From an optimization exercise on the open Yosys and OpenROAD flow, aimed at small area, a short achievable clock period and few clock cycles; shortcuts taken in it are not production practice.
Only simulation tests tie the RTL to the original design; equivalence was not proved.

run 1:
==> flow/design.v (excerpt) <==
module axi_interconnect (
    input  logic                                         axi_clk,
    input  logic                                         arst_n,
    input  logic [axi_ic_pkg::N_MST*axi_ic_pkg::ID_W-1:0]   m_axi_arid,
    input  logic [axi_ic_pkg::N_MST*axi_ic_pkg::ADDR_W-1:0] m_axi_araddr,
    input  logic [axi_ic_pkg::N_MST*axi_ic_pkg::LEN_W-1:0]  m_axi_arlen,
    input  logic [axi_ic_pkg::N_MST*3-1:0]                  m_axi_arsize,
    input  logic [axi_ic_pkg::N_MST*2-1:0]                  m_axi_arburst,
    input  logic [axi_ic_pkg::N_MST-1:0]                    m_axi_arvalid,
    output logic [axi_ic_pkg::N_MST-1:0]                    m_axi_arready,
    output logic [axi_ic_pkg::N_MST*axi_ic_pkg::ID_W-1:0]   m_axi_rid,
    output logic [axi_ic_pkg::N_MST*axi_ic_pkg::DATA_W-1:0] m_axi_rdata,
    output logic [axi_ic_pkg::N_MST*2-1:0]                  m_axi_rresp,
    output logic [axi_ic_pkg::N_MST-1:0]                    m_axi_rlast,
    output logic [axi_ic_pkg::N_MST-1:0]                    m_axi_rvalid,
    input  logic [axi_ic_pkg::N_MST-1:0]                    m_axi_rready,
    output logic [axi_ic_pkg::N_SLV*axi_ic_pkg::SID_W-1:0]  s_axi_arid,
    output logic [axi_ic_pkg::N_SLV*axi_ic_pkg::ADDR_W-1:0] s_axi_araddr,
    output logic [axi_ic_pkg::N_SLV*axi_ic_pkg::LEN_W-1:0]  s_axi_arlen,
    output logic [axi_ic_pkg::N_SLV*3-1:0]                  s_axi_arsize,
    output logic [axi_ic_pkg::N_SLV*2-1:0]                  s_axi_arburst,
    output logic [axi_ic_pkg::N_SLV-1:0]                    s_axi_arvalid,
    input  logic [axi_ic_pkg::N_SLV-1:0]                    s_axi_arready,
    input  logic [axi_ic_pkg::N_SLV*axi_ic_pkg::SID_W-1:0]  s_axi_rid,
    input  logic [axi_ic_pkg::N_SLV*axi_ic_pkg::DATA_W-1:0] s_axi_rdata,
    input  logic [axi_ic_pkg::N_SLV*2-1:0]                  s_axi_rresp,
    input  logic [axi_ic_pkg::N_SLV-1:0]                    s_axi_rlast,
    input  logic [axi_ic_pkg::N_SLV-1:0]                    s_axi_rvalid,
  ...
clock: 4.5 ns
lec_check: 0
cap_margin: 20
core_area: 40 40 160 160
die_area: 0 0 200 200
setup_slack_margin: 2.0
slew_margin: 20
standard.sh (not shown) runs the stock make flow with config.mk's settings and CLKGATE_MAP_FILE= SYNTH_SCRIPT=/design/flow/synth_recipe.tcl, a recipe that flattens the netlist after the stock synthesis.
==> flow/flow/run.sh <==
#!/bin/bash
# The standard layout with two changes:
#  - plain buf_1 cells as the port buffers, instead of the delay buffers that
#    buffer_ports picks by default;
#  - a222oi_1 is not used: its three-high pull-up stack is slow, and the
#    one-hot multiplexers map to a22oi + nand2 instead.
set -euo pipefail
export BUFFER_PORTS_ARGS="-buffer_cell sky130_fd_sc_hd__buf_1"
cp config.mk own_config.mk
echo 'export DONT_USE_CELLS = sky130_fd_sc_hd__a222oi_1' >> own_config.mk
sed "s#DESIGN_CONFIG=[^ ]*#DESIGN_CONFIG=$PWD/own_config.mk#" standard.sh > own_standard.sh
bash own_standard.sh finish > standard.log 2>&1
Run 1 | stages: all done | timing, DRC, antenna: all pass
Testbench counts of run 1, summed over its fixed seeds: cycles 7,526.
Relative to run 1, the following input files were edited for run 2:
- putting ABC_AREA at 1 where nothing was set
- swapping 2.0 for 1.8 in SETUP_SLACK_MARGIN
Notes after the runs:
Run 2 finished every step from synthesis to the final layout, and the layout passed the timing, design-rule and antenna checks.
Against run 1, run 2 reports a count of cells resized by post-cts repair that is lower.
Run 2 vs run 1, worst hold slack after final layout went down by 0.031 ns.
Transition at the pin with the smallest max-transition slack down 0.043 ns in run 2 wrt run 1
Comparing run 2 and run 1, the higher count of inserted antenna diode cells is on run 1.
Going from run 1 to run 2, the share of the synthesized area in compound gates (AO/OA/AOI/OAI) was found to have gone up by 12 points.
> inputs changed (run 2 -> run 3)
- swapping 40 40 160 160 for 25 25 175 175 in CORE_AREA
- clearing ABC_AREA, which used to be 1
- putting CTS_CLUSTER_SIZE at 60 where nothing was set
- swapping 1.8 for 1.6 in SETUP_SLACK_MARGIN
- putting CTS_CLUSTER_DIAMETER at 400 where nothing was set
Results
Per the final summary, run 2 finished and its layout is clean on timing, DRC and antenna.
Run 3 ran to completion and came out clean on the timing, design-rule and antenna checks.
Max capacitance violation total came out exactly the same in run 3 and run 2.
Fraction of area in multi-input gates, run 3 and run 2, higher one = run 3.
Compared with run 2, run 3 shows a clock-buffer cell count that is 1 lower.
On clock transition at the registers of the reported paths, run 2 tracks run 3 almost exactly.
Delta(least setup slack across all paths after layout, run 3 - run 2) < 0
Post-detailed-placement half-perimeter wirelength (run 3 vs. run 2) decreases by more than 10%
Run 2 has a higher routed via count divided by cell count than run 3.
Placed standard-cell area for run 3 is higher than for run 2.
Run 3 against run 2; cell area is up slightly.
In the reports for run 3 and run 2, the larger top fanout value on the critical path belongs to run 3.
On run 3: largest incremental delay on the critical path is 0.02 ns higher than what run 2 gave.

axi_interconnect again, from the RTL that the note above started with.
==> flow/config.mk <==
export PLATFORM = sky130hd
export DESIGN_NAME = axi_interconnect
export DESIGN_NICKNAME = axi_interconnect
export VERILOG_FILES = /design/flow/design.v
export SDC_FILE = /design/flow/constraint.sdc
export NUM_CORES = 4
export LEC_CHECK = 0
export CAP_MARGIN = 20
export CORE_AREA = 40 40 160 160
export DIE_AREA = 0 0 200 200
export SETUP_SLACK_MARGIN = 1.6
export SLEW_MARGIN = 20
==> flow/constraint.sdc <==
create_clock -name core_clock -period 4.5 [get_ports {axi_clk}]
set_input_delay 0.9000 -clock core_clock [delete_from_list [all_inputs] [get_ports {axi_clk}]]
set_output_delay 0.9000 -clock core_clock [all_outputs]
set_load 0.01 [all_outputs]
Scripts as last shown in full above: flow/flow/run.sh
Testbench counts at the start, summed over its fixed seeds: cycles 7,526.
Change:
- SETUP_SLACK_MARGIN: 1.6 -> 1.7
Effect: Non-clock buffer count is higher by 7; area after synthesis stays the same; cell area is higher slightly; die area does not change; utilization is higher by 1.2 points; routed wire length is higher slightly; worst hold slack stays flat.

static timing again, ports no longer ideal:
The results above use ideal ports. As a check the final layouts listed here were re-extracted and re-timed, cells and wires unchanged. Step 1 (the two cells are an assumption about what drives the block):
set clk [get_ports {axi_clk}]
set_driving_cell -lib_cell sky130_fd_sc_hd__clkbuf_16 $clk
set_driving_cell -lib_cell sky130_fd_sc_hd__buf_2 [delete_from_list [all_inputs] $clk]
Step 2, shift: input delay + t, output delay - t, t = (earliest + latest rising clock arrival at the registers) / 2. This alone moves slack from input paths to output paths. a / b / c = ideal / step 1 / step 2; a / b = the first two.
run	t (ns)	setup slack, ns	latest minus earliest clock arrival (ns)
run 1	0.328	1.826 / 1.727 / 1.530	0.006 / 0.006
run 2	0.332	1.760 / 1.710 / 1.712	0.009 / 0.009
run 3	0.329	1.655 / 1.564 / 1.564	0.006 / 0.006
the first run of note 2	0.316	1.570 / 1.482 / 1.482	0.005 / 0.005
the second run of note 2	0.315	1.745 / 1.681 / 1.625	0.005 / 0.006
After both steps setup and hold are still met in every run listed. The setup slack of run 1, which loses most, moves by -0.099 ns with the drivers and by -0.296 ns with both steps.
